Source: an optimization exercise on an open RTL-to-GDS flow (aim: small area, a short achievable clock period and few clock cycles per item). Production flows keep margins and buffers that such runs may drop. Function was checked by simulation only, so behaviour that the tests miss may differ from the original.

===== design/flow/design.v =====
package rsti_pkg;
    localparam int MAX_DIGITS = 16;
    localparam int IDX_W      = 4;
    localparam int CNT_W      = 5;
    localparam int VAL_W      = 64;
    localparam int LO_W       = 32;
    localparam int Q_DEPTH    = 2;
    localparam int Q_PTR_W    = 1;
    localparam int Q_CNT_W    = 2;
    localparam logic [7:0] CH_MINUS = 8'h2D;
    localparam logic [7:0] CH_PLUS  = 8'h2B;
    localparam logic [7:0] CH_SPACE = 8'h20;
    localparam logic [7:0] CH_LF    = 8'h0A;
    localparam logic [7:0] CH_TAB   = 8'h09;
    localparam logic [7:0] CH_CR    = 8'h0D;
    localparam logic [7:0] CH_VT    = 8'h0B;
    localparam logic [7:0] CH_FF    = 8'h0C;
    localparam logic [7:0] CH_NUL   = 8'h00;
    localparam logic [1:0] REG_RADIX       = 2'd0;
    localparam logic [1:0] REG_DIGIT_COUNT = 2'd1;
    localparam logic [1:0] REG_DIGITS_LOW  = 2'd2;
    localparam logic [1:0] REG_DIGITS_HIGH = 2'd3;
    localparam logic [4:0]  RST_RADIX       = 5'd10;
    localparam logic [4:0]  RST_DIGIT_COUNT = 5'd10;
    localparam logic [63:0] RST_DIGITS_LOW  = 64'h3736_3534_3332_3130;
    localparam logic [63:0] RST_DIGITS_HIGH = 64'h0000_0000_0000_3938;
    typedef enum logic [1:0] {
        PH_WS   = 2'd0,
        PH_SIGN = 2'd1,
        PH_DIG  = 2'd2,
        PH_DONE = 2'd3
    } t_phase;
    typedef struct packed {
        logic             first;
        logic             space;
        logic             minus;
        logic             plus;
        logic             hit;
        logic [3:0]       idx;
    } t_tok;
    function automatic logic [7:0] booth(input logic [4:0] r);
        logic one0, two0, neg0, one1, two1, neg1, one2, two2;
        one0 = r[0];
        two0 = r[1] && !r[0];
        neg0 = r[1];
        one1 = r[1] ^ r[2];
        two1 = (r[3:1] == 3'b011) || (r[3:1] == 3'b100);
        neg1 = r[3] && !(r[2] && r[1]);
        one2 = r[3] ^ r[4];
        two2 = r[3] && r[4];
        booth = {two2, one2, neg1, two1, one1, neg0, two0, one0};
    endfunction
endpackage
module rsti_front (
    input  logic                        i_clk,
    input  logic                        i_rst_n,
    input  logic                        i_valid,
    output logic                        o_ready,
    input  logic [7:0]                  i_ch,
    input  logic                        i_first,
    input  logic [rsti_pkg::CNT_W-1:0]  i_digit_count,
    input  logic [2*rsti_pkg::VAL_W-1:0] i_alphabet,
    output logic                        o_qvalid,
    output rsti_pkg::t_tok              o_qtok,
    input  logic                        i_qpop
);
    rsti_pkg::t_tok                     w_tok;
    rsti_pkg::t_tok                     r_tok;
    logic                               r_tvalid;
    logic [7:0]                         w_entry;
    logic                               w_big;
    logic                               w_nul;
    always_comb begin
        w_big       = i_digit_count[4];
        w_nul       = (i_ch == rsti_pkg::CH_NUL);
        w_tok.first = i_first;
        w_tok.space = (i_ch == rsti_pkg::CH_SPACE) || (i_ch == rsti_pkg::CH_LF) ||
                      (i_ch == rsti_pkg::CH_TAB) || (i_ch == rsti_pkg::CH_CR) ||
                      (i_ch == rsti_pkg::CH_VT) || (i_ch == rsti_pkg::CH_FF);
        w_tok.minus = (i_ch == rsti_pkg::CH_MINUS);
        w_tok.plus  = (i_ch == rsti_pkg::CH_PLUS);
        w_tok.hit   = 1'b0;
        w_tok.idx   = '0;
        w_entry     = '0;
        for (int k = rsti_pkg::MAX_DIGITS - 1; k >= 0; k--) begin
            w_entry = i_alphabet[8*k +: 8];
            if ((w_big || (4'(k) < i_digit_count[3:0])) && !w_nul && (w_entry == i_ch)) begin
                w_tok.hit = 1'b1;
                w_tok.idx = rsti_pkg::IDX_W'(k);
            end
        end
    end
    assign o_ready  = i_qpop;
    assign o_qvalid = r_tvalid;
    assign o_qtok   = r_tok;
    always_ff @(posedge i_clk) begin
        if (i_qpop) begin
            r_tok <= w_tok;
        end
    end
    always_ff @(posedge i_clk) begin
        if (!i_rst_n) begin
            r_tvalid <= 1'b0;
        end else if (i_qpop) begin
            r_tvalid <= i_valid;
        end
    end
endmodule
module rsti_back (
    input  logic                          i_clk,
    input  logic                          i_rst_n,
    input  logic                          i_qvalid,
    input  rsti_pkg::t_tok                i_qtok,
    output logic                          o_qpop,
    input  logic [7:0]                    i_booth,
    input  logic [4:0]                    i_rm1,
    output logic                          o_valid,
    input  logic                          i_ready,
    output logic signed [rsti_pkg::VAL_W-1:0] o_value
);
    localparam int LO_W = rsti_pkg::LO_W;
    localparam int HI_W = rsti_pkg::VAL_W - LO_W;
    rsti_pkg::t_phase               r_phase;
    rsti_pkg::t_phase               n_phase;
    rsti_pkg::t_phase               w_ph;
    logic                           r_par;
    logic                           n_par;
    logic                           w_par;
    logic [LO_W-1:0]                r_lo;
    logic [HI_W-1:0]                r_hi;
    logic [LO_W-1:0]                w_lo_mac;
    logic                           w_lo_c;
    logic [4:0]                     w_lo_ca;
    logic [4:0]                     w_lo_cb;
    logic [4:0]                     w_carry;
    logic [HI_W-1:0]                w_hi_mac;
    logic [5:0]                     w_f;
    logic [LO_W-1:0]                w_lo_ld;
    logic [HI_W-1:0]                w_hi_ld;
    logic [4:0]                     r_ca;
    logic [4:0]                     r_cb;
    logic                           r_c;
    logic                           r_hmac;
    logic                           r_oval;
    logic                           w_run;
    logic                           w_pop;
    logic                           w_pre;
    logic                           w_emit;
    logic                           w_dig;
    logic                           w_rz;
    logic                           w_mac;
    logic                           w_load;
    logic                           w_lo_load;
    logic                           w_lo_step;
    logic                           w_lo_keep;
    logic                           w_hi_step;
    logic                           w_hi_keep;
    logic [LO_W-1:0]                w_lo_next;
    logic [HI_W-1:0]                w_hi_next;
    assign w_run   = !r_oval || i_ready;
    assign w_pop   = i_qvalid && w_run;
    assign o_qpop  = w_run;
    assign o_valid = r_oval;
    assign o_value = {r_hi, r_lo} ^ {rsti_pkg::VAL_W{r_par}};
    always_comb begin
        w_ph   = i_qtok.first ? rsti_pkg::PH_WS : r_phase;
        w_par  = i_qtok.first ? 1'b0 : r_par;
        w_pre  = (w_ph == rsti_pkg::PH_WS) || (w_ph == rsti_pkg::PH_SIGN);
        w_emit = 1'b0;
        w_dig  = 1'b0;
        n_phase = w_ph;
        n_par   = w_par;
        if (w_ph == rsti_pkg::PH_DONE) begin
            n_phase = rsti_pkg::PH_DONE;
        end else if ((w_ph == rsti_pkg::PH_WS) && i_qtok.space) begin
            n_phase = rsti_pkg::PH_WS;
        end else if (w_pre && i_qtok.minus) begin
            n_phase = rsti_pkg::PH_SIGN;
            n_par   = ~w_par;
        end else if (w_pre && i_qtok.plus) begin
            n_phase = rsti_pkg::PH_SIGN;
        end else if (i_qtok.hit) begin
            w_dig   = 1'b1;
            n_phase = rsti_pkg::PH_DIG;
        end else begin
            w_emit  = 1'b1;
            n_phase = rsti_pkg::PH_DONE;
        end
    end
    always_comb begin
        w_rz    = !(i_booth[0] || i_booth[1] || i_booth[3] || i_booth[4] ||
                    i_booth[6] || i_booth[7]);
        w_mac   = w_dig && !i_qtok.first && !w_rz;
        w_load  = i_qtok.first || (w_pre && i_qtok.minus) || (w_dig && w_rz);
        w_f     = 6'(i_qtok.idx) + (r_par ? 6'(i_rm1) : 6'd0);
        if (w_dig) begin
            w_lo_ld = w_par ? {{(LO_W-4){i_qtok.idx == '0}}, i_qtok.idx - 4'd1}
                            : LO_W'(i_qtok.idx);
            w_hi_ld = {HI_W{w_par && (i_qtok.idx == '0)}};
        end else begin
            w_lo_ld = {LO_W{n_par}};
            w_hi_ld = {HI_W{n_par}};
        end
    end
    rsti_mac_lo u_mac_lo (
        .i_v (r_lo),
        .i_b (i_booth),
        .i_f (w_f),
        .o_y (w_lo_mac),
        .o_c (w_lo_c),
        .o_ca (w_lo_ca),
        .o_cb (w_lo_cb)
    );
    assign w_carry = r_ca + r_cb + 5'(r_c);
    rsti_mac_hi u_mac_hi (
        .i_v (r_hi),
        .i_b (i_booth),
        .i_c (w_carry),
        .o_y (w_hi_mac)
    );
    always_comb begin
        w_lo_load = w_pop && w_load;
        w_lo_step = w_pop && w_mac;
        w_lo_keep = !(w_lo_load || w_lo_step);
        w_hi_step = r_hmac && !w_lo_load;
        w_hi_keep = !(w_lo_load || w_hi_step);
        w_lo_next = ({LO_W{w_lo_load}} & w_lo_ld) | ({LO_W{w_lo_step}} & w_lo_mac) |
                    ({LO_W{w_lo_keep}} & r_lo);
        w_hi_next = ({HI_W{w_lo_load}} & w_hi_ld) | ({HI_W{w_hi_step}} & w_hi_mac) |
                    ({HI_W{w_hi_keep}} & r_hi);
    end
    always_ff @(posedge i_clk) begin
        r_lo <= w_lo_next;
        r_hi <= w_hi_next;
        r_ca <= w_lo_ca;
        r_cb <= w_lo_cb;
        r_c  <= w_lo_c;
    end
    always_ff @(posedge i_clk) begin
        if (!i_rst_n) begin
            r_phase <= rsti_pkg::PH_DONE;
            r_par   <= 1'b0;
            r_oval  <= 1'b0;
            r_hmac  <= 1'b0;
        end else begin
            if (w_pop && w_emit) begin
                r_oval <= 1'b1;
            end else if (i_ready) begin
                r_oval <= 1'b0;
            end
            if (w_pop) begin
                r_phase <= n_phase;
                r_par   <= n_par;
            end
            r_hmac <= w_pop && w_mac;
        end
    end
endmodule
module rsti_mac_lo (
    input  logic [31:0] i_v,
    input  logic [7:0] i_b,
    input  logic [5:0] i_f,
    output logic [31:0] o_y,
    output logic o_c,
    output logic [4:0] o_ca,
    output logic [4:0] o_cb
);
    logic t0;
    logic t1;
    logic t2;
    logic t3;
    logic t4;
    logic t5;
    logic t6;
    logic t7;
    logic t8;
    logic t9;
    logic t10;
    logic t11;
    logic t12;
    logic t13;
    logic t14;
    logic t15;
    logic t16;
    logic t17;
    logic t18;
    logic t19;
    logic t20;
    logic t21;
    logic t22;
    logic t23;
    logic t24;
    logic t25;
    logic t26;
    logic t27;
    logic t28;
    logic t29;
    logic t30;
    logic t31;
    logic t32;
    logic t33;
    logic t34;
    logic t35;
    logic t36;
    logic t37;
    logic t38;
    logic t39;
    logic t40;
    logic t41;
    logic t42;
    logic t43;
    logic t44;
    logic t45;
    logic t46;
    logic t47;
    logic t48;
    logic t49;
    logic t50;
    logic t51;
    logic t52;
    logic t53;
    logic t54;
    logic t55;
    logic t56;
    logic t57;
    logic t58;
    logic t59;
    logic t60;
    logic t61;
    logic t62;
    logic t63;
    logic t64;
    logic t65;
    logic t66;
    logic t67;
    logic t68;
    logic t69;
    logic t70;
    logic t71;
    logic t72;
    logic t73;
    logic t74;
    logic t75;
    logic t76;
    logic t77;
    logic t78;
    logic t79;
    logic t80;
    logic t81;
    logic t82;
    logic t83;
    logic t84;
    logic t85;
    logic t86;
    logic t87;
    logic t88;
    logic t89;
    logic t90;
    logic t91;
    logic t92;
    logic t93;
    logic t94;
    logic t95;
    logic t96;
    logic t97;
    logic t98;
    logic t99;
    logic t100;
    logic t101;
    logic t102;
    logic t103;
    logic t104;
    logic t105;
    logic t106;
    logic t107;
    logic t108;
    logic t109;
    logic t110;
    logic t111;
    logic t112;
    logic t113;
    logic t114;
    logic t115;
    logic t116;
    logic t117;
    logic t118;
    logic t119;
    logic t120;
    logic t121;
    logic t122;
    logic t123;
    logic t124;
    logic t125;
    logic t126;
    logic t127;
    logic t128;
    logic t129;
    logic t130;
    logic t131;
    logic t132;
    logic t133;
    logic t134;
    logic t135;
    logic t136;
    logic t137;
    logic t138;
    logic t139;
    logic t140;
    logic t141;
    logic t142;
    logic t143;
    logic t144;
    logic t145;
    logic t146;
    logic t147;
    logic t148;
    logic t149;
    logic t150;
    logic t151;
    logic t152;
    logic t153;
    logic t154;
    logic t155;
    logic t156;
    logic t157;
    logic t158;
    logic t159;
    logic t160;
    logic t161;
    logic t162;
    logic t163;
    logic t164;
    logic t165;
    logic t166;
    logic t167;
    logic t168;
    logic t169;
    logic t170;
    logic t171;
    logic t172;
    logic t173;
    logic t174;
    logic t175;
    logic t176;
    logic t177;
    logic t178;
    logic t179;
    logic t180;
    logic t181;
    logic t182;
    logic t183;
    logic t184;
    logic t185;
    logic t186;
    logic t187;
    logic t188;
    logic t189;
    logic t190;
    logic t191;
    logic t192;
    logic t193;
    logic t194;
    logic t195;
    logic t196;
    logic t197;
    logic t198;
    logic t199;
    logic t200;
    logic t201;
    logic t202;
    logic t203;
    logic t204;
    logic t205;
    logic t206;
    logic t207;
    logic t208;
    logic t209;
    logic t210;
    logic t211;
    logic t212;
    logic t213;
    logic t214;
    logic t215;
    logic t216;
    logic t217;
    logic t218;
    logic t219;
    logic t220;
    logic t221;
    logic t222;
    logic t223;
    logic t224;
    logic t225;
    logic t226;
    logic t227;
    logic t228;
    logic t229;
    logic t230;
    logic t231;
    logic t232;
    logic t233;
    logic t234;
    logic t235;
    logic t236;
    logic t237;
    logic t238;
    logic t239;
    logic t240;
    logic t241;
    logic t242;
    assign t0 = ((i_b[0] & i_v[0])) ^ i_b[2];
    assign t1 = ((i_b[0] & i_v[1]) | (i_b[1] & i_v[0])) ^ i_b[2];
    assign t2 = ((i_b[0] & i_v[2]) | (i_b[1] & i_v[1])) ^ i_b[2];
    assign t3 = ((i_b[0] & i_v[3]) | (i_b[1] & i_v[2])) ^ i_b[2];
    assign t4 = ((i_b[0] & i_v[4]) | (i_b[1] & i_v[3])) ^ i_b[2];
    assign t5 = ((i_b[0] & i_v[5]) | (i_b[1] & i_v[4])) ^ i_b[2];
    assign t6 = ((i_b[0] & i_v[6]) | (i_b[1] & i_v[5])) ^ i_b[2];
    assign t7 = ((i_b[0] & i_v[7]) | (i_b[1] & i_v[6])) ^ i_b[2];
    assign t8 = ((i_b[0] & i_v[8]) | (i_b[1] & i_v[7])) ^ i_b[2];
    assign t9 = ((i_b[0] & i_v[9]) | (i_b[1] & i_v[8])) ^ i_b[2];
    assign t10 = ((i_b[0] & i_v[10]) | (i_b[1] & i_v[9])) ^ i_b[2];
    assign t11 = ((i_b[0] & i_v[11]) | (i_b[1] & i_v[10])) ^ i_b[2];
    assign t12 = ((i_b[0] & i_v[12]) | (i_b[1] & i_v[11])) ^ i_b[2];
    assign t13 = ((i_b[0] & i_v[13]) | (i_b[1] & i_v[12])) ^ i_b[2];
    assign t14 = ((i_b[0] & i_v[14]) | (i_b[1] & i_v[13])) ^ i_b[2];
    assign t15 = ((i_b[0] & i_v[15]) | (i_b[1] & i_v[14])) ^ i_b[2];
    assign t16 = ((i_b[0] & i_v[16]) | (i_b[1] & i_v[15])) ^ i_b[2];
    assign t17 = ((i_b[0] & i_v[17]) | (i_b[1] & i_v[16])) ^ i_b[2];
    assign t18 = ((i_b[0] & i_v[18]) | (i_b[1] & i_v[17])) ^ i_b[2];
    assign t19 = ((i_b[0] & i_v[19]) | (i_b[1] & i_v[18])) ^ i_b[2];
    assign t20 = ((i_b[0] & i_v[20]) | (i_b[1] & i_v[19])) ^ i_b[2];
    assign t21 = ((i_b[0] & i_v[21]) | (i_b[1] & i_v[20])) ^ i_b[2];
    assign t22 = ((i_b[0] & i_v[22]) | (i_b[1] & i_v[21])) ^ i_b[2];
    assign t23 = ((i_b[0] & i_v[23]) | (i_b[1] & i_v[22])) ^ i_b[2];
    assign t24 = ((i_b[0] & i_v[24]) | (i_b[1] & i_v[23])) ^ i_b[2];
    assign t25 = ((i_b[0] & i_v[25]) | (i_b[1] & i_v[24])) ^ i_b[2];
    assign t26 = ((i_b[0] & i_v[26]) | (i_b[1] & i_v[25])) ^ i_b[2];
    assign t27 = ((i_b[0] & i_v[27]) | (i_b[1] & i_v[26])) ^ i_b[2];
    assign t28 = ((i_b[0] & i_v[28]) | (i_b[1] & i_v[27])) ^ i_b[2];
    assign t29 = ((i_b[0] & i_v[29]) | (i_b[1] & i_v[28])) ^ i_b[2];
    assign t30 = ((i_b[0] & i_v[30]) | (i_b[1] & i_v[29])) ^ i_b[2];
    assign t31 = ((i_b[0] & i_v[31]) | (i_b[1] & i_v[30])) ^ i_b[2];
    assign t32 = ((i_b[1] & i_v[31])) ^ i_b[2];
    assign t33 = ((i_b[3] & i_v[0])) ^ i_b[5];
    assign t34 = ((i_b[3] & i_v[1]) | (i_b[4] & i_v[0])) ^ i_b[5];
    assign t35 = ((i_b[3] & i_v[2]) | (i_b[4] & i_v[1])) ^ i_b[5];
    assign t36 = ((i_b[3] & i_v[3]) | (i_b[4] & i_v[2])) ^ i_b[5];
    assign t37 = ((i_b[3] & i_v[4]) | (i_b[4] & i_v[3])) ^ i_b[5];
    assign t38 = ((i_b[3] & i_v[5]) | (i_b[4] & i_v[4])) ^ i_b[5];
    assign t39 = ((i_b[3] & i_v[6]) | (i_b[4] & i_v[5])) ^ i_b[5];
    assign t40 = ((i_b[3] & i_v[7]) | (i_b[4] & i_v[6])) ^ i_b[5];
    assign t41 = ((i_b[3] & i_v[8]) | (i_b[4] & i_v[7])) ^ i_b[5];
    assign t42 = ((i_b[3] & i_v[9]) | (i_b[4] & i_v[8])) ^ i_b[5];
    assign t43 = ((i_b[3] & i_v[10]) | (i_b[4] & i_v[9])) ^ i_b[5];
    assign t44 = ((i_b[3] & i_v[11]) | (i_b[4] & i_v[10])) ^ i_b[5];
    assign t45 = ((i_b[3] & i_v[12]) | (i_b[4] & i_v[11])) ^ i_b[5];
    assign t46 = ((i_b[3] & i_v[13]) | (i_b[4] & i_v[12])) ^ i_b[5];
    assign t47 = ((i_b[3] & i_v[14]) | (i_b[4] & i_v[13])) ^ i_b[5];
    assign t48 = ((i_b[3] & i_v[15]) | (i_b[4] & i_v[14])) ^ i_b[5];
    assign t49 = ((i_b[3] & i_v[16]) | (i_b[4] & i_v[15])) ^ i_b[5];
    assign t50 = ((i_b[3] & i_v[17]) | (i_b[4] & i_v[16])) ^ i_b[5];
    assign t51 = ((i_b[3] & i_v[18]) | (i_b[4] & i_v[17])) ^ i_b[5];
    assign t52 = ((i_b[3] & i_v[19]) | (i_b[4] & i_v[18])) ^ i_b[5];
    assign t53 = ((i_b[3] & i_v[20]) | (i_b[4] & i_v[19])) ^ i_b[5];
    assign t54 = ((i_b[3] & i_v[21]) | (i_b[4] & i_v[20])) ^ i_b[5];
    assign t55 = ((i_b[3] & i_v[22]) | (i_b[4] & i_v[21])) ^ i_b[5];
    assign t56 = ((i_b[3] & i_v[23]) | (i_b[4] & i_v[22])) ^ i_b[5];
    assign t57 = ((i_b[3] & i_v[24]) | (i_b[4] & i_v[23])) ^ i_b[5];
    assign t58 = ((i_b[3] & i_v[25]) | (i_b[4] & i_v[24])) ^ i_b[5];
    assign t59 = ((i_b[3] & i_v[26]) | (i_b[4] & i_v[25])) ^ i_b[5];
    assign t60 = ((i_b[3] & i_v[27]) | (i_b[4] & i_v[26])) ^ i_b[5];
    assign t61 = ((i_b[3] & i_v[28]) | (i_b[4] & i_v[27])) ^ i_b[5];
    assign t62 = ((i_b[3] & i_v[29]) | (i_b[4] & i_v[28])) ^ i_b[5];
    assign t63 = ((i_b[3] & i_v[30]) | (i_b[4] & i_v[29])) ^ i_b[5];
    assign t64 = ((i_b[3] & i_v[31]) | (i_b[4] & i_v[30])) ^ i_b[5];
    assign t65 = ((i_b[4] & i_v[31])) ^ i_b[5];
    assign t66 = (i_b[6] & i_v[0]);
    assign t67 = (i_b[6] & i_v[1]) | (i_b[7] & i_v[0]);
    assign t68 = (i_b[6] & i_v[2]) | (i_b[7] & i_v[1]);
    assign t69 = (i_b[6] & i_v[3]) | (i_b[7] & i_v[2]);
    assign t70 = (i_b[6] & i_v[4]) | (i_b[7] & i_v[3]);
    assign t71 = (i_b[6] & i_v[5]) | (i_b[7] & i_v[4]);
    assign t72 = (i_b[6] & i_v[6]) | (i_b[7] & i_v[5]);
    assign t73 = (i_b[6] & i_v[7]) | (i_b[7] & i_v[6]);
    assign t74 = (i_b[6] & i_v[8]) | (i_b[7] & i_v[7]);
    assign t75 = (i_b[6] & i_v[9]) | (i_b[7] & i_v[8]);
    assign t76 = (i_b[6] & i_v[10]) | (i_b[7] & i_v[9]);
    assign t77 = (i_b[6] & i_v[11]) | (i_b[7] & i_v[10]);
    assign t78 = (i_b[6] & i_v[12]) | (i_b[7] & i_v[11]);
    assign t79 = (i_b[6] & i_v[13]) | (i_b[7] & i_v[12]);
    assign t80 = (i_b[6] & i_v[14]) | (i_b[7] & i_v[13]);
    assign t81 = (i_b[6] & i_v[15]) | (i_b[7] & i_v[14]);
    assign t82 = (i_b[6] & i_v[16]) | (i_b[7] & i_v[15]);
    assign t83 = (i_b[6] & i_v[17]) | (i_b[7] & i_v[16]);
    assign t84 = (i_b[6] & i_v[18]) | (i_b[7] & i_v[17]);
    assign t85 = (i_b[6] & i_v[19]) | (i_b[7] & i_v[18]);
    assign t86 = (i_b[6] & i_v[20]) | (i_b[7] & i_v[19]);
    assign t87 = (i_b[6] & i_v[21]) | (i_b[7] & i_v[20]);
    assign t88 = (i_b[6] & i_v[22]) | (i_b[7] & i_v[21]);
    assign t89 = (i_b[6] & i_v[23]) | (i_b[7] & i_v[22]);
    assign t90 = (i_b[6] & i_v[24]) | (i_b[7] & i_v[23]);
    assign t91 = (i_b[6] & i_v[25]) | (i_b[7] & i_v[24]);
    assign t92 = (i_b[6] & i_v[26]) | (i_b[7] & i_v[25]);
    assign t93 = (i_b[6] & i_v[27]) | (i_b[7] & i_v[26]);
    assign t94 = (i_b[6] & i_v[28]) | (i_b[7] & i_v[27]);
    assign t95 = (i_b[6] & i_v[29]) | (i_b[7] & i_v[28]);
    assign t96 = (i_b[6] & i_v[30]) | (i_b[7] & i_v[29]);
    assign t97 = (i_b[6] & i_v[31]) | (i_b[7] & i_v[30]);
    assign t98 = (i_b[7] & i_v[31]);
    assign t99 = t2 ^ t33;
    assign t100 = t2 & t33;
    assign t101 = t3 ^ t34;
    assign t102 = t3 & t34;
    assign t103 = t4 ^ t35 ^ t66;
    assign t104 = (t4 & t35) | (t4 & t66) | (t35 & t66);
    assign t105 = t5 ^ t36 ^ t67;
    assign t106 = (t5 & t36) | (t5 & t67) | (t36 & t67);
    assign t107 = t6 ^ t37;
    assign t108 = t6 & t37;
    assign t109 = t7 ^ t38;
    assign t110 = t7 & t38;
    assign t111 = t8 ^ t39;
    assign t112 = t8 & t39;
    assign t113 = t9 ^ t40;
    assign t114 = t9 & t40;
    assign t115 = t10 ^ t41;
    assign t116 = t10 & t41;
    assign t117 = t11 ^ t42;
    assign t118 = t11 & t42;
    assign t119 = t12 ^ t43;
    assign t120 = t12 & t43;
    assign t121 = t13 ^ t44;
    assign t122 = t13 & t44;
    assign t123 = t14 ^ t45;
    assign t124 = t14 & t45;
    assign t125 = t15 ^ t46;
    assign t126 = t15 & t46;
    assign t127 = t16 ^ t47;
    assign t128 = t16 & t47;
    assign t129 = t17 ^ t48;
    assign t130 = t17 & t48;
    assign t131 = t18 ^ t49;
    assign t132 = t18 & t49;
    assign t133 = t19 ^ t50;
    assign t134 = t19 & t50;
    assign t135 = t20 ^ t51;
    assign t136 = t20 & t51;
    assign t137 = t21 ^ t52;
    assign t138 = t21 & t52;
    assign t139 = t22 ^ t53;
    assign t140 = t22 & t53;
    assign t141 = t23 ^ t54;
    assign t142 = t23 & t54;
    assign t143 = t24 ^ t55;
    assign t144 = t24 & t55;
    assign t145 = t25 ^ t56;
    assign t146 = t25 & t56;
    assign t147 = t26 ^ t57;
    assign t148 = t26 & t57;
    assign t149 = t27 ^ t58;
    assign t150 = t27 & t58;
    assign t151 = t28 ^ t59;
    assign t152 = t28 & t59;
    assign t153 = t29 ^ t60;
    assign t154 = t29 & t60;
    assign t155 = t30 ^ t61;
    assign t156 = t30 & t61;
    assign t157 = t31 ^ t62;
    assign t158 = t31 & t62;
    assign t159 = t32 ^ t63;
    assign t160 = t32 & t63;
    assign t161 = i_b[2] ^ t64;
    assign t162 = i_b[2] & t64;
    assign t163 = i_b[2] ^ t65;
    assign t164 = i_b[2] & t65;
    assign t165 = i_b[2] ^ i_b[5];
    assign t166 = i_b[2] & i_b[5];
    assign t167 = i_b[2] ^ i_b[5];
    assign t168 = i_b[2] & i_b[5];
    assign t169 = t0 ^ i_b[2];
    assign t170 = t0 & i_b[2];
    assign t171 = t1 ^ i_f[1];
    assign t172 = t1 & i_f[1];
    assign t173 = t99 ^ i_b[5] ^ i_f[2];
    assign t174 = (t99 & i_b[5]) | (t99 & i_f[2]) | (i_b[5] & i_f[2]);
    assign t175 = t100 ^ t101 ^ i_f[3];
    assign t176 = (t100 & t101) | (t100 & i_f[3]) | (t101 & i_f[3]);
    assign t177 = t102 ^ t103 ^ i_f[4];
    assign t178 = (t102 & t103) | (t102 & i_f[4]) | (t103 & i_f[4]);
    assign t179 = t104 ^ t105 ^ i_f[5];
    assign t180 = (t104 & t105) | (t104 & i_f[5]) | (t105 & i_f[5]);
    assign t181 = t106 ^ t107 ^ t68;
    assign t182 = (t106 & t107) | (t106 & t68) | (t107 & t68);
    assign t183 = t108 ^ t109 ^ t69;
    assign t184 = (t108 & t109) | (t108 & t69) | (t109 & t69);
    assign t185 = t110 ^ t111 ^ t70;
    assign t186 = (t110 & t111) | (t110 & t70) | (t111 & t70);
    assign t187 = t112 ^ t113 ^ t71;
    assign t188 = (t112 & t113) | (t112 & t71) | (t113 & t71);
    assign t189 = t114 ^ t115 ^ t72;
    assign t190 = (t114 & t115) | (t114 & t72) | (t115 & t72);
    assign t191 = t116 ^ t117 ^ t73;
    assign t192 = (t116 & t117) | (t116 & t73) | (t117 & t73);
    assign t193 = t118 ^ t119 ^ t74;
    assign t194 = (t118 & t119) | (t118 & t74) | (t119 & t74);
    assign t195 = t120 ^ t121 ^ t75;
    assign t196 = (t120 & t121) | (t120 & t75) | (t121 & t75);
    assign t197 = t122 ^ t123 ^ t76;
    assign t198 = (t122 & t123) | (t122 & t76) | (t123 & t76);
    assign t199 = t124 ^ t125 ^ t77;
    assign t200 = (t124 & t125) | (t124 & t77) | (t125 & t77);
    assign t201 = t126 ^ t127 ^ t78;
    assign t202 = (t126 & t127) | (t126 & t78) | (t127 & t78);
    assign t203 = t128 ^ t129 ^ t79;
    assign t204 = (t128 & t129) | (t128 & t79) | (t129 & t79);
    assign t205 = t130 ^ t131 ^ t80;
    assign t206 = (t130 & t131) | (t130 & t80) | (t131 & t80);
    assign t207 = t132 ^ t133 ^ t81;
    assign t208 = (t132 & t133) | (t132 & t81) | (t133 & t81);
    assign t209 = t134 ^ t135 ^ t82;
    assign t210 = (t134 & t135) | (t134 & t82) | (t135 & t82);
    assign t211 = t136 ^ t137 ^ t83;
    assign t212 = (t136 & t137) | (t136 & t83) | (t137 & t83);
    assign t213 = t138 ^ t139 ^ t84;
    assign t214 = (t138 & t139) | (t138 & t84) | (t139 & t84);
    assign t215 = t140 ^ t141 ^ t85;
    assign t216 = (t140 & t141) | (t140 & t85) | (t141 & t85);
    assign t217 = t142 ^ t143 ^ t86;
    assign t218 = (t142 & t143) | (t142 & t86) | (t143 & t86);
    assign t219 = t144 ^ t145 ^ t87;
    assign t220 = (t144 & t145) | (t144 & t87) | (t145 & t87);
    assign t221 = t146 ^ t147 ^ t88;
    assign t222 = (t146 & t147) | (t146 & t88) | (t147 & t88);
    assign t223 = t148 ^ t149 ^ t89;
    assign t224 = (t148 & t149) | (t148 & t89) | (t149 & t89);
    assign t225 = t150 ^ t151 ^ t90;
    assign t226 = (t150 & t151) | (t150 & t90) | (t151 & t90);
    assign t227 = t152 ^ t153 ^ t91;
    assign t228 = (t152 & t153) | (t152 & t91) | (t153 & t91);
    assign t229 = t154 ^ t155 ^ t92;
    assign t230 = (t154 & t155) | (t154 & t92) | (t155 & t92);
    assign t231 = t156 ^ t157 ^ t93;
    assign t232 = (t156 & t157) | (t156 & t93) | (t157 & t93);
    assign t233 = t158 ^ t159 ^ t94;
    assign t234 = (t158 & t159) | (t158 & t94) | (t159 & t94);
    assign t235 = t160 ^ t161 ^ t95;
    assign t236 = (t160 & t161) | (t160 & t95) | (t161 & t95);
    assign t237 = t162 ^ t163 ^ t96;
    assign t238 = (t162 & t163) | (t162 & t96) | (t163 & t96);
    assign t239 = t164 ^ t165 ^ t97;
    assign t240 = (t164 & t165) | (t164 & t97) | (t165 & t97);
    assign t241 = t166 ^ t167 ^ t98;
    assign t242 = (t166 & t167) | (t166 & t98) | (t167 & t98);
    assign {o_c, o_y} = {1'b0, t230, t228, t226, t224, t222, t220, t218, t216, t214, t212, t210, t208, t206, t204, t202, t200, t198, t196, t194, t192, t190, t188, t186, t184, t182, t180, t178, t176, t174, t172, t170, t169} + {1'b0, t231, t229, t227, t225, t223, t221, t219, t217, t215, t213, t211, t209, t207, t205, t203, t201, t199, t197, t195, t193, t191, t189, t187, t185, t183, t181, t179, t177, t175, t173, t171, i_f[0]};
    assign o_ca = {t240, t238, t236, t234, t232};
    assign o_cb = {t241, t239, t237, t235, t233};
endmodule
module rsti_mac_hi (
    input  logic [31:0] i_v,
    input  logic [7:0] i_b,
    input  logic [4:0] i_c,
    output logic [31:0] o_y
);
    logic t0;
    logic t1;
    logic t2;
    logic t3;
    logic t4;
    logic t5;
    logic t6;
    logic t7;
    logic t8;
    logic t9;
    logic t10;
    logic t11;
    logic t12;
    logic t13;
    logic t14;
    logic t15;
    logic t16;
    logic t17;
    logic t18;
    logic t19;
    logic t20;
    logic t21;
    logic t22;
    logic t23;
    logic t24;
    logic t25;
    logic t26;
    logic t27;
    logic t28;
    logic t29;
    logic t30;
    logic t31;
    logic t32;
    logic t33;
    logic t34;
    logic t35;
    logic t36;
    logic t37;
    logic t38;
    logic t39;
    logic t40;
    logic t41;
    logic t42;
    logic t43;
    logic t44;
    logic t45;
    logic t46;
    logic t47;
    logic t48;
    logic t49;
    logic t50;
    logic t51;
    logic t52;
    logic t53;
    logic t54;
    logic t55;
    logic t56;
    logic t57;
    logic t58;
    logic t59;
    logic t60;
    logic t61;
    logic t62;
    logic t63;
    logic t64;
    logic t65;
    logic t66;
    logic t67;
    logic t68;
    logic t69;
    logic t70;
    logic t71;
    logic t72;
    logic t73;
    logic t74;
    logic t75;
    logic t76;
    logic t77;
    logic t78;
    logic t79;
    logic t80;
    logic t81;
    logic t82;
    logic t83;
    logic t84;
    logic t85;
    logic t86;
    logic t87;
    logic t88;
    logic t89;
    logic t90;
    logic t91;
    logic t92;
    logic t93;
    logic t94;
    logic t95;
    logic t96;
    logic t97;
    logic t98;
    logic t99;
    logic t100;
    logic t101;
    logic t102;
    logic t103;
    logic t104;
    logic t105;
    logic t106;
    logic t107;
    logic t108;
    logic t109;
    logic t110;
    logic t111;
    logic t112;
    logic t113;
    logic t114;
    logic t115;
    logic t116;
    logic t117;
    logic t118;
    logic t119;
    logic t120;
    logic t121;
    logic t122;
    logic t123;
    logic t124;
    logic t125;
    logic t126;
    logic t127;
    logic t128;
    logic t129;
    logic t130;
    logic t131;
    logic t132;
    logic t133;
    logic t134;
    logic t135;
    logic t136;
    logic t137;
    logic t138;
    logic t139;
    logic t140;
    logic t141;
    logic t142;
    logic t143;
    logic t144;
    logic t145;
    logic t146;
    logic t147;
    logic t148;
    logic t149;
    logic t150;
    logic t151;
    logic t152;
    logic t153;
    logic t154;
    logic t155;
    logic t156;
    logic t157;
    logic t158;
    logic t159;
    logic t160;
    logic t161;
    logic t162;
    logic t163;
    logic t164;
    logic t165;
    logic t166;
    logic t167;
    logic t168;
    logic t169;
    logic t170;
    logic t171;
    logic t172;
    logic t173;
    logic t174;
    logic t175;
    logic t176;
    logic t177;
    logic t178;
    logic t179;
    logic t180;
    logic t181;
    logic t182;
    logic t183;
    logic t184;
    logic t185;
    logic t186;
    logic t187;
    logic t188;
    logic t189;
    logic t190;
    logic t191;
    logic t192;
    logic t193;
    logic t194;
    logic t195;
    logic t196;
    logic t197;
    logic t198;
    logic t199;
    logic t200;
    logic t201;
    logic t202;
    logic t203;
    logic t204;
    logic t205;
    logic t206;
    logic t207;
    logic t208;
    logic t209;
    logic t210;
    logic t211;
    logic t212;
    logic t213;
    assign t0 = ((i_b[0] & i_v[0])) ^ i_b[2];
    assign t1 = ((i_b[0] & i_v[1]) | (i_b[1] & i_v[0])) ^ i_b[2];
    assign t2 = ((i_b[0] & i_v[2]) | (i_b[1] & i_v[1])) ^ i_b[2];
    assign t3 = ((i_b[0] & i_v[3]) | (i_b[1] & i_v[2])) ^ i_b[2];
    assign t4 = ((i_b[0] & i_v[4]) | (i_b[1] & i_v[3])) ^ i_b[2];
    assign t5 = ((i_b[0] & i_v[5]) | (i_b[1] & i_v[4])) ^ i_b[2];
    assign t6 = ((i_b[0] & i_v[6]) | (i_b[1] & i_v[5])) ^ i_b[2];
    assign t7 = ((i_b[0] & i_v[7]) | (i_b[1] & i_v[6])) ^ i_b[2];
    assign t8 = ((i_b[0] & i_v[8]) | (i_b[1] & i_v[7])) ^ i_b[2];
    assign t9 = ((i_b[0] & i_v[9]) | (i_b[1] & i_v[8])) ^ i_b[2];
    assign t10 = ((i_b[0] & i_v[10]) | (i_b[1] & i_v[9])) ^ i_b[2];
    assign t11 = ((i_b[0] & i_v[11]) | (i_b[1] & i_v[10])) ^ i_b[2];
    assign t12 = ((i_b[0] & i_v[12]) | (i_b[1] & i_v[11])) ^ i_b[2];
    assign t13 = ((i_b[0] & i_v[13]) | (i_b[1] & i_v[12])) ^ i_b[2];
    assign t14 = ((i_b[0] & i_v[14]) | (i_b[1] & i_v[13])) ^ i_b[2];
    assign t15 = ((i_b[0] & i_v[15]) | (i_b[1] & i_v[14])) ^ i_b[2];
    assign t16 = ((i_b[0] & i_v[16]) | (i_b[1] & i_v[15])) ^ i_b[2];
    assign t17 = ((i_b[0] & i_v[17]) | (i_b[1] & i_v[16])) ^ i_b[2];
    assign t18 = ((i_b[0] & i_v[18]) | (i_b[1] & i_v[17])) ^ i_b[2];
    assign t19 = ((i_b[0] & i_v[19]) | (i_b[1] & i_v[18])) ^ i_b[2];
    assign t20 = ((i_b[0] & i_v[20]) | (i_b[1] & i_v[19])) ^ i_b[2];
    assign t21 = ((i_b[0] & i_v[21]) | (i_b[1] & i_v[20])) ^ i_b[2];
    assign t22 = ((i_b[0] & i_v[22]) | (i_b[1] & i_v[21])) ^ i_b[2];
    assign t23 = ((i_b[0] & i_v[23]) | (i_b[1] & i_v[22])) ^ i_b[2];
    assign t24 = ((i_b[0] & i_v[24]) | (i_b[1] & i_v[23])) ^ i_b[2];
    assign t25 = ((i_b[0] & i_v[25]) | (i_b[1] & i_v[24])) ^ i_b[2];
    assign t26 = ((i_b[0] & i_v[26]) | (i_b[1] & i_v[25])) ^ i_b[2];
    assign t27 = ((i_b[0] & i_v[27]) | (i_b[1] & i_v[26])) ^ i_b[2];
    assign t28 = ((i_b[0] & i_v[28]) | (i_b[1] & i_v[27])) ^ i_b[2];
    assign t29 = ((i_b[0] & i_v[29]) | (i_b[1] & i_v[28])) ^ i_b[2];
    assign t30 = ((i_b[0] & i_v[30]) | (i_b[1] & i_v[29])) ^ i_b[2];
    assign t31 = ((i_b[0] & i_v[31]) | (i_b[1] & i_v[30])) ^ i_b[2];
    assign t32 = ((i_b[3] & i_v[0])) ^ i_b[5];
    assign t33 = ((i_b[3] & i_v[1]) | (i_b[4] & i_v[0])) ^ i_b[5];
    assign t34 = ((i_b[3] & i_v[2]) | (i_b[4] & i_v[1])) ^ i_b[5];
    assign t35 = ((i_b[3] & i_v[3]) | (i_b[4] & i_v[2])) ^ i_b[5];
    assign t36 = ((i_b[3] & i_v[4]) | (i_b[4] & i_v[3])) ^ i_b[5];
    assign t37 = ((i_b[3] & i_v[5]) | (i_b[4] & i_v[4])) ^ i_b[5];
    assign t38 = ((i_b[3] & i_v[6]) | (i_b[4] & i_v[5])) ^ i_b[5];
    assign t39 = ((i_b[3] & i_v[7]) | (i_b[4] & i_v[6])) ^ i_b[5];
    assign t40 = ((i_b[3] & i_v[8]) | (i_b[4] & i_v[7])) ^ i_b[5];
    assign t41 = ((i_b[3] & i_v[9]) | (i_b[4] & i_v[8])) ^ i_b[5];
    assign t42 = ((i_b[3] & i_v[10]) | (i_b[4] & i_v[9])) ^ i_b[5];
    assign t43 = ((i_b[3] & i_v[11]) | (i_b[4] & i_v[10])) ^ i_b[5];
    assign t44 = ((i_b[3] & i_v[12]) | (i_b[4] & i_v[11])) ^ i_b[5];
    assign t45 = ((i_b[3] & i_v[13]) | (i_b[4] & i_v[12])) ^ i_b[5];
    assign t46 = ((i_b[3] & i_v[14]) | (i_b[4] & i_v[13])) ^ i_b[5];
    assign t47 = ((i_b[3] & i_v[15]) | (i_b[4] & i_v[14])) ^ i_b[5];
    assign t48 = ((i_b[3] & i_v[16]) | (i_b[4] & i_v[15])) ^ i_b[5];
    assign t49 = ((i_b[3] & i_v[17]) | (i_b[4] & i_v[16])) ^ i_b[5];
    assign t50 = ((i_b[3] & i_v[18]) | (i_b[4] & i_v[17])) ^ i_b[5];
    assign t51 = ((i_b[3] & i_v[19]) | (i_b[4] & i_v[18])) ^ i_b[5];
    assign t52 = ((i_b[3] & i_v[20]) | (i_b[4] & i_v[19])) ^ i_b[5];
    assign t53 = ((i_b[3] & i_v[21]) | (i_b[4] & i_v[20])) ^ i_b[5];
    assign t54 = ((i_b[3] & i_v[22]) | (i_b[4] & i_v[21])) ^ i_b[5];
    assign t55 = ((i_b[3] & i_v[23]) | (i_b[4] & i_v[22])) ^ i_b[5];
    assign t56 = ((i_b[3] & i_v[24]) | (i_b[4] & i_v[23])) ^ i_b[5];
    assign t57 = ((i_b[3] & i_v[25]) | (i_b[4] & i_v[24])) ^ i_b[5];
    assign t58 = ((i_b[3] & i_v[26]) | (i_b[4] & i_v[25])) ^ i_b[5];
    assign t59 = ((i_b[3] & i_v[27]) | (i_b[4] & i_v[26])) ^ i_b[5];
    assign t60 = ((i_b[3] & i_v[28]) | (i_b[4] & i_v[27])) ^ i_b[5];
    assign t61 = ((i_b[3] & i_v[29]) | (i_b[4] & i_v[28])) ^ i_b[5];
    assign t62 = (i_b[6] & i_v[0]);
    assign t63 = (i_b[6] & i_v[1]) | (i_b[7] & i_v[0]);
    assign t64 = (i_b[6] & i_v[2]) | (i_b[7] & i_v[1]);
    assign t65 = (i_b[6] & i_v[3]) | (i_b[7] & i_v[2]);
    assign t66 = (i_b[6] & i_v[4]) | (i_b[7] & i_v[3]);
    assign t67 = (i_b[6] & i_v[5]) | (i_b[7] & i_v[4]);
    assign t68 = (i_b[6] & i_v[6]) | (i_b[7] & i_v[5]);
    assign t69 = (i_b[6] & i_v[7]) | (i_b[7] & i_v[6]);
    assign t70 = (i_b[6] & i_v[8]) | (i_b[7] & i_v[7]);
    assign t71 = (i_b[6] & i_v[9]) | (i_b[7] & i_v[8]);
    assign t72 = (i_b[6] & i_v[10]) | (i_b[7] & i_v[9]);
    assign t73 = (i_b[6] & i_v[11]) | (i_b[7] & i_v[10]);
    assign t74 = (i_b[6] & i_v[12]) | (i_b[7] & i_v[11]);
    assign t75 = (i_b[6] & i_v[13]) | (i_b[7] & i_v[12]);
    assign t76 = (i_b[6] & i_v[14]) | (i_b[7] & i_v[13]);
    assign t77 = (i_b[6] & i_v[15]) | (i_b[7] & i_v[14]);
    assign t78 = (i_b[6] & i_v[16]) | (i_b[7] & i_v[15]);
    assign t79 = (i_b[6] & i_v[17]) | (i_b[7] & i_v[16]);
    assign t80 = (i_b[6] & i_v[18]) | (i_b[7] & i_v[17]);
    assign t81 = (i_b[6] & i_v[19]) | (i_b[7] & i_v[18]);
    assign t82 = (i_b[6] & i_v[20]) | (i_b[7] & i_v[19]);
    assign t83 = (i_b[6] & i_v[21]) | (i_b[7] & i_v[20]);
    assign t84 = (i_b[6] & i_v[22]) | (i_b[7] & i_v[21]);
    assign t85 = (i_b[6] & i_v[23]) | (i_b[7] & i_v[22]);
    assign t86 = (i_b[6] & i_v[24]) | (i_b[7] & i_v[23]);
    assign t87 = (i_b[6] & i_v[25]) | (i_b[7] & i_v[24]);
    assign t88 = (i_b[6] & i_v[26]) | (i_b[7] & i_v[25]);
    assign t89 = (i_b[6] & i_v[27]) | (i_b[7] & i_v[26]);
    assign t90 = t2 ^ t32;
    assign t91 = t2 & t32;
    assign t92 = t3 ^ t33;
    assign t93 = t3 & t33;
    assign t94 = t4 ^ t34 ^ t62;
    assign t95 = (t4 & t34) | (t4 & t62) | (t34 & t62);
    assign t96 = t5 ^ t35;
    assign t97 = t5 & t35;
    assign t98 = t6 ^ t36;
    assign t99 = t6 & t36;
    assign t100 = t7 ^ t37;
    assign t101 = t7 & t37;
    assign t102 = t8 ^ t38;
    assign t103 = t8 & t38;
    assign t104 = t9 ^ t39;
    assign t105 = t9 & t39;
    assign t106 = t10 ^ t40;
    assign t107 = t10 & t40;
    assign t108 = t11 ^ t41;
    assign t109 = t11 & t41;
    assign t110 = t12 ^ t42;
    assign t111 = t12 & t42;
    assign t112 = t13 ^ t43;
    assign t113 = t13 & t43;
    assign t114 = t14 ^ t44;
    assign t115 = t14 & t44;
    assign t116 = t15 ^ t45;
    assign t117 = t15 & t45;
    assign t118 = t16 ^ t46;
    assign t119 = t16 & t46;
    assign t120 = t17 ^ t47;
    assign t121 = t17 & t47;
    assign t122 = t18 ^ t48;
    assign t123 = t18 & t48;
    assign t124 = t19 ^ t49;
    assign t125 = t19 & t49;
    assign t126 = t20 ^ t50;
    assign t127 = t20 & t50;
    assign t128 = t21 ^ t51;
    assign t129 = t21 & t51;
    assign t130 = t22 ^ t52;
    assign t131 = t22 & t52;
    assign t132 = t23 ^ t53;
    assign t133 = t23 & t53;
    assign t134 = t24 ^ t54;
    assign t135 = t24 & t54;
    assign t136 = t25 ^ t55;
    assign t137 = t25 & t55;
    assign t138 = t26 ^ t56;
    assign t139 = t26 & t56;
    assign t140 = t27 ^ t57;
    assign t141 = t27 & t57;
    assign t142 = t28 ^ t58;
    assign t143 = t28 & t58;
    assign t144 = t29 ^ t59;
    assign t145 = t29 & t59;
    assign t146 = t30 ^ t60;
    assign t147 = t30 & t60;
    assign t148 = t31 ^ t61;
    assign t149 = t31 & t61;
    assign t150 = t0 ^ i_b[2];
    assign t151 = t0 & i_b[2];
    assign t152 = t1 ^ i_c[1];
    assign t153 = t1 & i_c[1];
    assign t154 = t90 ^ i_b[5] ^ i_c[2];
    assign t155 = (t90 & i_b[5]) | (t90 & i_c[2]) | (i_b[5] & i_c[2]);
    assign t156 = t91 ^ t92 ^ i_c[3];
    assign t157 = (t91 & t92) | (t91 & i_c[3]) | (t92 & i_c[3]);
    assign t158 = t93 ^ t94 ^ i_c[4];
    assign t159 = (t93 & t94) | (t93 & i_c[4]) | (t94 & i_c[4]);
    assign t160 = t95 ^ t96 ^ t63;
    assign t161 = (t95 & t96) | (t95 & t63) | (t96 & t63);
    assign t162 = t97 ^ t98 ^ t64;
    assign t163 = (t97 & t98) | (t97 & t64) | (t98 & t64);
    assign t164 = t99 ^ t100 ^ t65;
    assign t165 = (t99 & t100) | (t99 & t65) | (t100 & t65);
    assign t166 = t101 ^ t102 ^ t66;
    assign t167 = (t101 & t102) | (t101 & t66) | (t102 & t66);
    assign t168 = t103 ^ t104 ^ t67;
    assign t169 = (t103 & t104) | (t103 & t67) | (t104 & t67);
    assign t170 = t105 ^ t106 ^ t68;
    assign t171 = (t105 & t106) | (t105 & t68) | (t106 & t68);
    assign t172 = t107 ^ t108 ^ t69;
    assign t173 = (t107 & t108) | (t107 & t69) | (t108 & t69);
    assign t174 = t109 ^ t110 ^ t70;
    assign t175 = (t109 & t110) | (t109 & t70) | (t110 & t70);
    assign t176 = t111 ^ t112 ^ t71;
    assign t177 = (t111 & t112) | (t111 & t71) | (t112 & t71);
    assign t178 = t113 ^ t114 ^ t72;
    assign t179 = (t113 & t114) | (t113 & t72) | (t114 & t72);
    assign t180 = t115 ^ t116 ^ t73;
    assign t181 = (t115 & t116) | (t115 & t73) | (t116 & t73);
    assign t182 = t117 ^ t118 ^ t74;
    assign t183 = (t117 & t118) | (t117 & t74) | (t118 & t74);
    assign t184 = t119 ^ t120 ^ t75;
    assign t185 = (t119 & t120) | (t119 & t75) | (t120 & t75);
    assign t186 = t121 ^ t122 ^ t76;
    assign t187 = (t121 & t122) | (t121 & t76) | (t122 & t76);
    assign t188 = t123 ^ t124 ^ t77;
    assign t189 = (t123 & t124) | (t123 & t77) | (t124 & t77);
    assign t190 = t125 ^ t126 ^ t78;
    assign t191 = (t125 & t126) | (t125 & t78) | (t126 & t78);
    assign t192 = t127 ^ t128 ^ t79;
    assign t193 = (t127 & t128) | (t127 & t79) | (t128 & t79);
    assign t194 = t129 ^ t130 ^ t80;
    assign t195 = (t129 & t130) | (t129 & t80) | (t130 & t80);
    assign t196 = t131 ^ t132 ^ t81;
    assign t197 = (t131 & t132) | (t131 & t81) | (t132 & t81);
    assign t198 = t133 ^ t134 ^ t82;
    assign t199 = (t133 & t134) | (t133 & t82) | (t134 & t82);
    assign t200 = t135 ^ t136 ^ t83;
    assign t201 = (t135 & t136) | (t135 & t83) | (t136 & t83);
    assign t202 = t137 ^ t138 ^ t84;
    assign t203 = (t137 & t138) | (t137 & t84) | (t138 & t84);
    assign t204 = t139 ^ t140 ^ t85;
    assign t205 = (t139 & t140) | (t139 & t85) | (t140 & t85);
    assign t206 = t141 ^ t142 ^ t86;
    assign t207 = (t141 & t142) | (t141 & t86) | (t142 & t86);
    assign t208 = t143 ^ t144 ^ t87;
    assign t209 = (t143 & t144) | (t143 & t87) | (t144 & t87);
    assign t210 = t145 ^ t146 ^ t88;
    assign t211 = (t145 & t146) | (t145 & t88) | (t146 & t88);
    assign t212 = t147 ^ t148 ^ t89;
    assign t213 = (t147 & t148) | (t147 & t89) | (t148 & t89);
    assign o_y = {t211, t209, t207, t205, t203, t201, t199, t197, t195, t193, t191, t189, t187, t185, t183, t181, t179, t177, t175, t173, t171, t169, t167, t165, t163, t161, t159, t157, t155, t153, t151, t150} + {t212, t210, t208, t206, t204, t202, t200, t198, t196, t194, t192, t190, t188, t186, t184, t182, t180, t178, t176, t174, t172, t170, t168, t166, t164, t162, t160, t158, t156, t154, t152, i_c[0]};
endmodule
module radix_string_to_integer_unit (
    input  logic                              i_clk,
    input  logic                              i_rst_n,
    input  logic                              i_valid,
    output logic                              o_ready,
    input  logic [7:0]                        i_ch,
    input  logic                              i_first,
    output logic                              o_valid,
    input  logic                              i_ready,
    output logic signed [rsti_pkg::VAL_W-1:0] o_value,
    input  logic                              i_cfg_we,
    input  logic [1:0]                        i_cfg_idx,
    input  logic [rsti_pkg::VAL_W-1:0]        i_cfg_data
);
    logic [7:0]                  r_booth;
    logic [4:0]                  r_rm1;
    logic [rsti_pkg::CNT_W-1:0]  r_digit_count;
    logic [rsti_pkg::VAL_W-1:0]  r_digits_low;
    logic [rsti_pkg::VAL_W-1:0]  r_digits_high;
    logic                        w_qvalid;
    rsti_pkg::t_tok              w_qtok;
    logic                        w_qpop;
    always_ff @(posedge i_clk) begin
        if (!i_rst_n) begin
            r_booth       <= rsti_pkg::booth(rsti_pkg::RST_RADIX);
            r_rm1         <= rsti_pkg::RST_RADIX - 5'd1;
            r_digit_count <= rsti_pkg::RST_DIGIT_COUNT;
            r_digits_low  <= rsti_pkg::RST_DIGITS_LOW;
            r_digits_high <= rsti_pkg::RST_DIGITS_HIGH;
        end else if (i_cfg_we) begin
            case (i_cfg_idx)
                rsti_pkg::REG_RADIX: begin
                    r_booth <= rsti_pkg::booth(i_cfg_data[4:0]);
                    r_rm1   <= i_cfg_data[4:0] - 5'd1;
                end
                rsti_pkg::REG_DIGIT_COUNT: r_digit_count <= i_cfg_data[4:0];
                rsti_pkg::REG_DIGITS_LOW:  r_digits_low  <= i_cfg_data;
                rsti_pkg::REG_DIGITS_HIGH: r_digits_high <= i_cfg_data;
                default: begin
                end
            endcase
        end
    end
    rsti_front u_front (
        .i_clk         (i_clk),
        .i_rst_n       (i_rst_n),
        .i_valid       (i_valid),
        .o_ready       (o_ready),
        .i_ch          (i_ch),
        .i_first       (i_first),
        .i_digit_count (r_digit_count),
        .i_alphabet    ({r_digits_high, r_digits_low}),
        .o_qvalid      (w_qvalid),
        .o_qtok        (w_qtok),
        .i_qpop        (w_qpop)
    );
    rsti_back u_back (
        .i_clk    (i_clk),
        .i_rst_n  (i_rst_n),
        .i_qvalid (w_qvalid),
        .i_qtok   (w_qtok),
        .o_qpop   (w_qpop),
        .i_booth  (r_booth),
        .i_rm1    (r_rm1),
        .o_valid  (o_valid),
        .i_ready  (i_ready),
        .o_value  (o_value)
    );
endmodule

===== design/flow/constraint.sdc =====
create_clock -name core_clock -period 6.5 [get_ports {i_clk}]
set_input_delay 1.3000 -clock core_clock [delete_from_list [all_inputs] [get_ports {i_clk}]]
set_output_delay 1.3000 -clock core_clock [all_outputs]
set_load 0.01 [all_outputs]

===== design/flow/config.mk =====
export PLATFORM = sky130hd
export DESIGN_NAME = radix_string_to_integer_unit
export DESIGN_NICKNAME = radix_string_to_integer_unit
export VERILOG_FILES = /design/flow/design.v
export SDC_FILE = /design/flow/constraint.sdc
export NUM_CORES = 4
export LEC_CHECK = 0
export ABC_AREA = 1
export CAP_MARGIN = 20
export CORE_MARGIN = 2
export CORE_UTILIZATION = 60
export PLACE_DENSITY = 0.75
export SETUP_SLACK_MARGIN = 2.2
export SLEW_MARGIN = 20

===== design/flow/standard.sh =====
#!/bin/bash
# synth_recipe.tcl (not shown) runs the flow's synth.tcl, then flattens the netlist and writes it again
# the make line also repeats each setting of config.mk as NAME=value (left out here)
make -C /OpenROAD-flow-scripts/flow DESIGN_CONFIG=/design/flow/config.mk WORK_HOME=/design/flow/orfs CLKGATE_MAP_FILE= SYNTH_SCRIPT=/design/flow/synth_recipe.tcl "${@:-finish}"

===== design/flow/flow/run.sh =====
#!/bin/bash
# Own flow: the standard layout (standard.sh, unchanged synthesis), with
# one change: every input and output port still gets its own buffer, but a
# plain sky130_fd_sc_hd__buf_1 rather than the delay cell buffer_ports picks
# by itself. standard.sh's output goes to standard.log; each ORFS step keeps
# its own log under orfs/logs/.
set -euo pipefail
bash standard.sh "BUFFER_PORTS_ARGS=-buffer_cell sky130_fd_sc_hd__buf_1" finish > standard.log 2>&1

==> results.toml, run 1 <==
[yosys]
avgSynthCellArea_um2 = 7.442
netlist_instances = 2600
ys.flop_type = "dfxtp_1"
synth_xor_area_frac = 0.1272
synth-adder-area-share = 0.1628
yosysWarnings = 3
syn_nets = 2889
yosysSeqAreaShare = 0.2488
syn_area_um2 = 19350
synth_seq_cells = 236
synth_top_family_by_area = "compound AO/OA/AOI/OAI gates"
synth_cell_type_count = 58
synth_simple_gate_area_frac = 0.1672
synth_edf_count = 9
synth_mux_area_frac = 0
async_flop_share = 0
synth-compound-area-share = 0.2074

[setup_path]
crit_fanout = 24
r2r_cells = 27
worst-setup-path-type = "reg2reg"
required_ns = 6.90
arrival_ns = 4.54
cp-start-kind = "flop"
cp-end-kind = "flop"

[clocking]
cts.sinks = 236
clock_latency_ns = 0.59
clockBufferDepth = 3
clk_pin_slew_ns = 0.07
hold_buffers = 0
cts-htree-levels = 1
cts_buffers = 28
cts_tree = "built"
clockRootBuffer = "clkbuf_16"

[place]
port_buffers = 145
hpwl_mm = 40.20
dp_slack_ns = 1.625
finalWeightedCongestion = 0.9413
placement.cell_area_um2 = 20040

[floorplan]
die_w_um = 183.6
core_area_um2 = 31640
fp-row-count = 65
die_area_um2 = 33700
ios = 146
floorplan.initialDensity = 0.6116
die_y_um = 183.6

[detailed_routing]
first_pass_iters = 6
post_drt_wl_per_cell_um = 19.19
route.detailed.drc = 0
vias = 19070
ant_nets = 0
viasPerCell = 6.129
drtIter0Drc = 1828
drt-total-wl_mm = 59.71

[timing]
finalHoldViolCount = 0
setup_viol = 0
min_period_ns = 4.140
drv_slew = 0
rsz0062_at_grt = "true"
worstMarginPinSlew_ns = 1.077
finalWorstSetupSlack_ns = 2.360
tns_ns = 0
fin_worst_skew_ns = 0.04096
period_share = 0.6369
clock.fmax_mhz = 241.6
slew_headroom = 0.2784

[worst_hold_path]
holdCritPathClass = "reg2reg"
holdPathStages = 2

[flow_run]
drv_cap = 0

[outcome]
status = "complete, no violations"

[global_routing]
grt_max_degree = 87
overflow = 0
grt_pass1_vias = 18420
track_usage = 0.3420
antenna_found_initial = 0
grt_pass1_wl_mm = 93.58

[cells_and_area]
multi_input_area_um2 = 12970
seqCellArea_um2 = 4838
diodes = 0
drive_gt1_frac = 0.06015
design_area_um2 = 21410
nets = 2977
syn2layout_area_growth_pct = 10.63
num-fill-cells = 2688
final_util = 0.6766
layout by cell type (no fill, tap or decap), drive strengths merged, types with 4 or more instances in the layout:
| master | count |
|---|---|
| xor2 | 254 |
| clkinv | 21 |
| or2 | 11 |
| a21oi | 195 |
| nor3 | 28 |
| nand3 | 80 |
| o21a | 7 |
| a31oi | 13 |
| dfxtp | 227 |
| buf | 185 |
| o21bai | 5 |
| nand4 | 37 |
| a21boi | 4 |
| o21ai | 195 |
| xnor2 | 27 |
| fa | 70 |
| ha | 139 |
| nor4 | 19 |
| clkbuf | 31 |
| o22ai | 180 |
| o211ai | 46 |
| edfxtp | 9 |
| nand2 | 395 |
| o221ai | 21 |
| a21o | 5 |
| inv | 290 |
| bufinv | 5 |
| nor2 | 185 |
synth_stat cells, types with 6 or more instances:
library cell / n / area, µm²
ha_1: 139 / 1739
edfxtp_1: 9 / 270.3
nor3_1: 27 / 135.1
nand4_1: 37 / 231.5
nor4_1: 18 / 112.6
buf_4: 6 / 45.04
o211ai_1: 46 / 345.3
a21oi_1: 195 / 975.9
or2_2: 9 / 56.30
o21ai_1: 17 / 85.08
buf_2: 25 / 125.1
o21ai_0: 176 / 880.8
clkbuf_1: 89 / 334.1
o21a_1: 7 / 52.55
a31oi_1: 12 / 75.07
inv_2: 16 / 60.06
xnor2_1: 27 / 236.5
o221ai_1: 21 / 183.9
dfxtp_1: 227 / 4544
fa_1: 70 / 1401
xor2_1: 254 / 2225
buf_1: 10 / 37.54
inv_1: 270 / 1013
nor2_1: 182 / 683.2
nand3_1: 78 / 390.4
nand2_1: 391 / 1468
o22ai_1: 180 / 1126
sequential cells by signal (all words and copies together), names as in the netlist:
register and flops:
r_digits_high 64, r_digits_low 64, u_back.r_hi 32, u_back.r_lo 32, u_front.r_tok 9, r_booth 8
r_digit_count 5, r_rm1 5, u_back.r_ca 5, u_back.r_cb 5, u_back.r_phase 2, u_back.r_c 1
u_back.r_hmac 1, u_back.r_oval 1, u_back.r_par 1, u_front.r_tvalid 1
through the flow:
stage,hold slack (ns),instances
after global routing,0.4858,3112
after global placement,0.4354,3038
after detailed placement,0.4519,3038
final,0.4654,3112
after CTS,0.4667,3094
after floorplan,0.4265,2600
timing repair:
action                     CTS  global route
setup endpoints to repair   45            30
cloned                       0             5
pin swaps                    0             4
gates resized for setup     12            45
setup buffers                4            13
critical path: stages, from the launching register on:
cell and delay, ns:
dfxtp_4 0.39, bufinv_16 0.24, buf_8 0.18, o22ai_2 0.16, xor2_1 0.27, ha_1 0.23, inv_1 0.08, fa_1 0.53
inv_1 0.06, ha_4 0.28, nand2_1 0.05, nand2_1 0.07, nand2_1 0.05, nand2_1 0.05, a21oi_1 0.05, or2_1 0.24
nand2_1 0.10, nand2_1 0.06, nand2_1 0.12, nand2_1 0.07, inv_1 0.06, nor2_2 0.05, o21bai_2 0.22, nand2_1 0.11
nand2_1 0.08, nand2_1 0.05, nand3_1 0.07, nand3_1 0.06
final timing paths:
kind / from / end / slack, ns
max: r_booth[1] / u_back.r_lo[29] / 2.36
min: r_digits_high[10] / r_digits_high[10] / 0.47
max reg2reg: r_booth[1] / u_back.r_lo[29] / 2.36
min reg2reg: r_digits_high[10] / r_digits_high[10] / 0.47
cell families after synthesis:
kind of cell | count (synthesis)
AND/OR/NAND/NOR | 761
AO/OA/AOI/OAI | 687
buffers and inverters | 425
XOR/XNOR | 281
flip-flops | 236
adder cells (fa/ha/maj) | 210
routing by layer:
metal	track usage	part of all wire	wire length (µm)
met1	0.4347	0.41	24480
met2	0.5819	0.47	28250
met3	0.04120	0.073	4349
met4	0.1558	0.044	2623
met5	0	0	0
final cells by class:
cell class | instances | area share
clock inverters | 22 | 0.01151
well taps | 402 | 0.02350
clock buffers | 30 | 0.03308
multi-input cells | 1939 | 0.6059
repair buffers | 186 | 0.04372
inverters | 292 | 0.05418
repair inverters | 5 | 0.002046
flip-flops and latches | 236 | 0.2260
Testbench counts, summed over its fixed seeds: cycles 18,815, items 18,783.
==> run 2, diff against run 1 <==
--- a/design/flow/config.mk
+++ b/design/flow/config.mk
@@ -7,3 +7,2 @@
 export LEC_CHECK = 0
-export ABC_AREA = 1
 export CAP_MARGIN = 20
@@ -12,3 +11,3 @@
 export PLACE_DENSITY = 0.75
-export SETUP_SLACK_MARGIN = 2.2
+export SETUP_SLACK_MARGIN = 2.0
 export SLEW_MARGIN = 20
==> results.toml, run 2 <==
[timing]
min_period_ns = 4.390
finalHoldViolCount = 0
clock.fmax_mhz = 227.8
tns_ns = 0
drv_slew = 0
worstMarginPinSlew_ns = 1.079
slew_headroom = 0.2777
period_share = 0.6754
finalWorstSetupSlack_ns = 2.110
setup_viol = 0
rsz0062_at_grt = "false"
fin_worst_skew_ns = 0.04506

[yosys]
syn_nets = 2696
ys.flop_type = "dfxtp_1"
yosysWarnings = 3
yosysSeqAreaShare = 0.2411
synth_seq_cells = 236
async_flop_share = 0
yosysMostFrequentCell = "nand2_1"
netlist_instances = 2407
syn_area_um2 = 19970
synth_largest_area_cell = "dfxtp_1"
synth.top_cells.by_count = "346 x nand2_1, 244 x xnor2_1, 227 x dfxtp_1, 166 x clkbuf_1, 139 x ha_1"
synth_cell_type_count = 72
synth_top_area_share = 0.2275
avgSynthCellArea_um2 = 8.298
synth_edf_count = 9
synth_area_leaders = "dfxtp_1 23%, xnor2_1 11%, ha_1 8.7%"

[floorplan]
die_y_um = 186.5
floorplan.initialDensity = 0.6123
ios = 146
core_area_um2 = 32620
die_area_um2 = 34760
die_w_um = 186.5
fp-row-count = 66

[setup_path]
worst-setup-path-type = "reg2reg"
rr_endpoint = "u_back.r_hi[25]"
crit_fanout = 8
required_ns = 7.00
crit_start = "u_back.r_hi[1]"
arrival_ns = 4.89
cp-start-kind = "flop"
r2r_cells = 15
r2r_slack_ns = 2.11
cp-end-kind = "flop"
reg2reg_from = "u_back.r_hi[1]"

[global_routing]
grt_pass1_wl_mm = 88.49
track_usage = 0.3054
antenna_found_initial = 2
grt_max_degree = 86
grt_pass1_vias = 17250
overflow = 0

[cells_and_area]
final_cell_mix = "344 x nand2_1, 244 x xnor2_1, 215 x dfxtp_1, 144 x buf_1"
drive_gt1_frac = 0.06186
diodes = 0
num-fill-cells = 2758
nets = 2694
mostFrequentLayoutCell = "nand2_1"
seqCellArea_um2 = 4850
reg_top3 = "r_digits_high x64, r_digits_low x64"
multi_input_area_um2 = 14230
syn2layout_area_growth_pct = 9.384

[detailed_routing]
highest_layer = "met5"
viasPerCell = 6.239
route.detailed.drc = 0
ant_nets = 0
drt-total-wl_mm = 55.67
drt-met1-wl_mm = 22.23
drtIter0Drc = 1436
vias = 17890
wl_met3_mm = 3.774
first_pass_iters = 6
post_drt_wl_per_cell_um = 19.42
wl_met2_mm = 26.89

[place]
port_buffers = 145
finalWeightedCongestion = 0.9092
dp_slack_ns = 1.395
hpwl_mm = 37.25

[outcome]
status = "complete, no violations"

[clocking]
clk_pin_slew_ns = 0.06
clockRootBuffer = "clkbuf_16"
clock_latency_ns = 0.59
cts_buffers = 28
cts_tree = "built"
clockBufferDepth = 3
cts-htree-levels = 1
cts.sinks = 236

[flow_run]
drv_cap = 0

[worst_hold_path]
hold-path-endpoint = "r_digits_high[62]"
worstHoldStart = "r_digits_high[62]"
holdPathStages = 2
holdCritPathClass = "reg2reg"
[run 2: cell count changes in the layout (fill, tap and decap cells not counted), moves of 26 or more]
cell      delta
xnor2_1    +217
inv_1      -206
o22ai_1    -176
a22oi_1    +126
a21oi_1    -117
xor2_1     -117
nor2_1     -114
a21boi_0    +96
o21ai_0     -90
a22o_1      +55
nand2_1     -47
a21o_1      +39
o211ai_1    -26
[run 2: cell type report]
class / count / share of cell area
Sequential cell: 236 / 0.2220
Timing Repair Buffer: 195 / 0.04897
Inverter: 62 / 0.01082
Clock buffer: 37 / 0.03597
Clock inverter: 13 / 0.005383
Multi-Input combinational cell: 1882 / 0.6516
Tap cell: 442 / 0.02531
[run 2: kinds of logic after synthesis]
kind of cell               Yosys count  synth area share
AOI/OAI and AO/OA                  639            0.2266
xor gates and xnor gates           381            0.1671
adders and majority gates          209            0.1572
buffers and inverters              289           0.05525
DFF                                236            0.2411
muxes                               20           0.01009
and+or+nand+nor                    633            0.1427
[run 2: through the flow]
stage / hold WS, ns / utilization / cells / area, µm²
final: 0.4771 / 0.6698 / 2867 / 21850
after global routing: 0.4974 / 0.6698 / 2867 / 21850
after CTS: 0.4807 / 0.6611 / 2853 / 21560
after detailed placement: 0.4723 / 0.6273 / 2793 / 20460
after global placement: 0.4639 / 0.6273 / 2793 / 20460
after floorplan: 0.4470 / - / 2407 / 19980
[run 2: per-layer routing]
layer / up-vias / GRT usage
met4: 4 / 0.1404
met2: 788 / 0.5332
met1: 8524 / 0.3779
li1: 8383 / -
met5: - / 0
met3: 187 / 0.03573
[run 2: what timing repair did]
action	CTS	global route
gates cloned	0	1
pin swaps	1	16
hold buffers	0	0
setup endpoints to repair	37	22
resized for setup	14	37
setup buffers	10	13
[run 2: worst max-delay path by stage]
stage / endpoint / slack, ns / cells past startpoint
2_1_floorplan: u_back.r_hi[25] / 2.04 / 17
3_5_place_dp: u_back.r_hi[31] / 1.39 / 15
3_3_place_gp: u_back.r_hi[31] / 1.55 / 15
6_report: u_back.r_hi[25] / 2.11 / 15
5_1_grt: u_back.r_hi[25] / 1.98 / 15
4_1_cts: u_back.r_hi[25] / 2.02 / 17
[run 2: worst max-delay path, cell delays in order, from the launching register on]
cell	delay [ns]
dfxtp_1	0.59
a22oi_1	0.17
xnor2_1	0.23
fa_1	0.47
fa_1	0.52
inv_1	0.06
ha_4	0.28
nand2_2	0.08
o311a_4	0.40
or3_4	0.35
and4_4	0.22
o21bai_4	0.16
a21boi_2	0.09
o311a_1	0.38
o31ai_2	0.18
a21o_1	0.14

port drivers added, routing unchanged:
No port has a modelled driver above. Below, the same layouts with a new extraction and two added sets of constraints. Step 1 sets driving cells, clkbuf_16 on the clock port and buf_2 on the other inputs (assumed; they add their load-dependent delay and slew). Step 2 times the ports against the registers' clock, not the clock port: input delays grow and output delays shrink by t, the midpoint of the rising clock arrivals with the driver on. Three values: ideal, step 1, step 2; two values: the first two.
| run | t (ns) | setup slack, ns | latest minus earliest clock arrival (ns) | cell pins on the clock port's net |
|---|---|---|---|---|
| run 1 | 0.623 | 2.360 / 2.360 / 2.360 | 0.041 / 0.042 | 1 |
| run 2 | 0.623 | 2.110 / 2.110 / 2.110 | 0.045 / 0.045 | 1 |
After both steps every run listed still meets setup and hold.
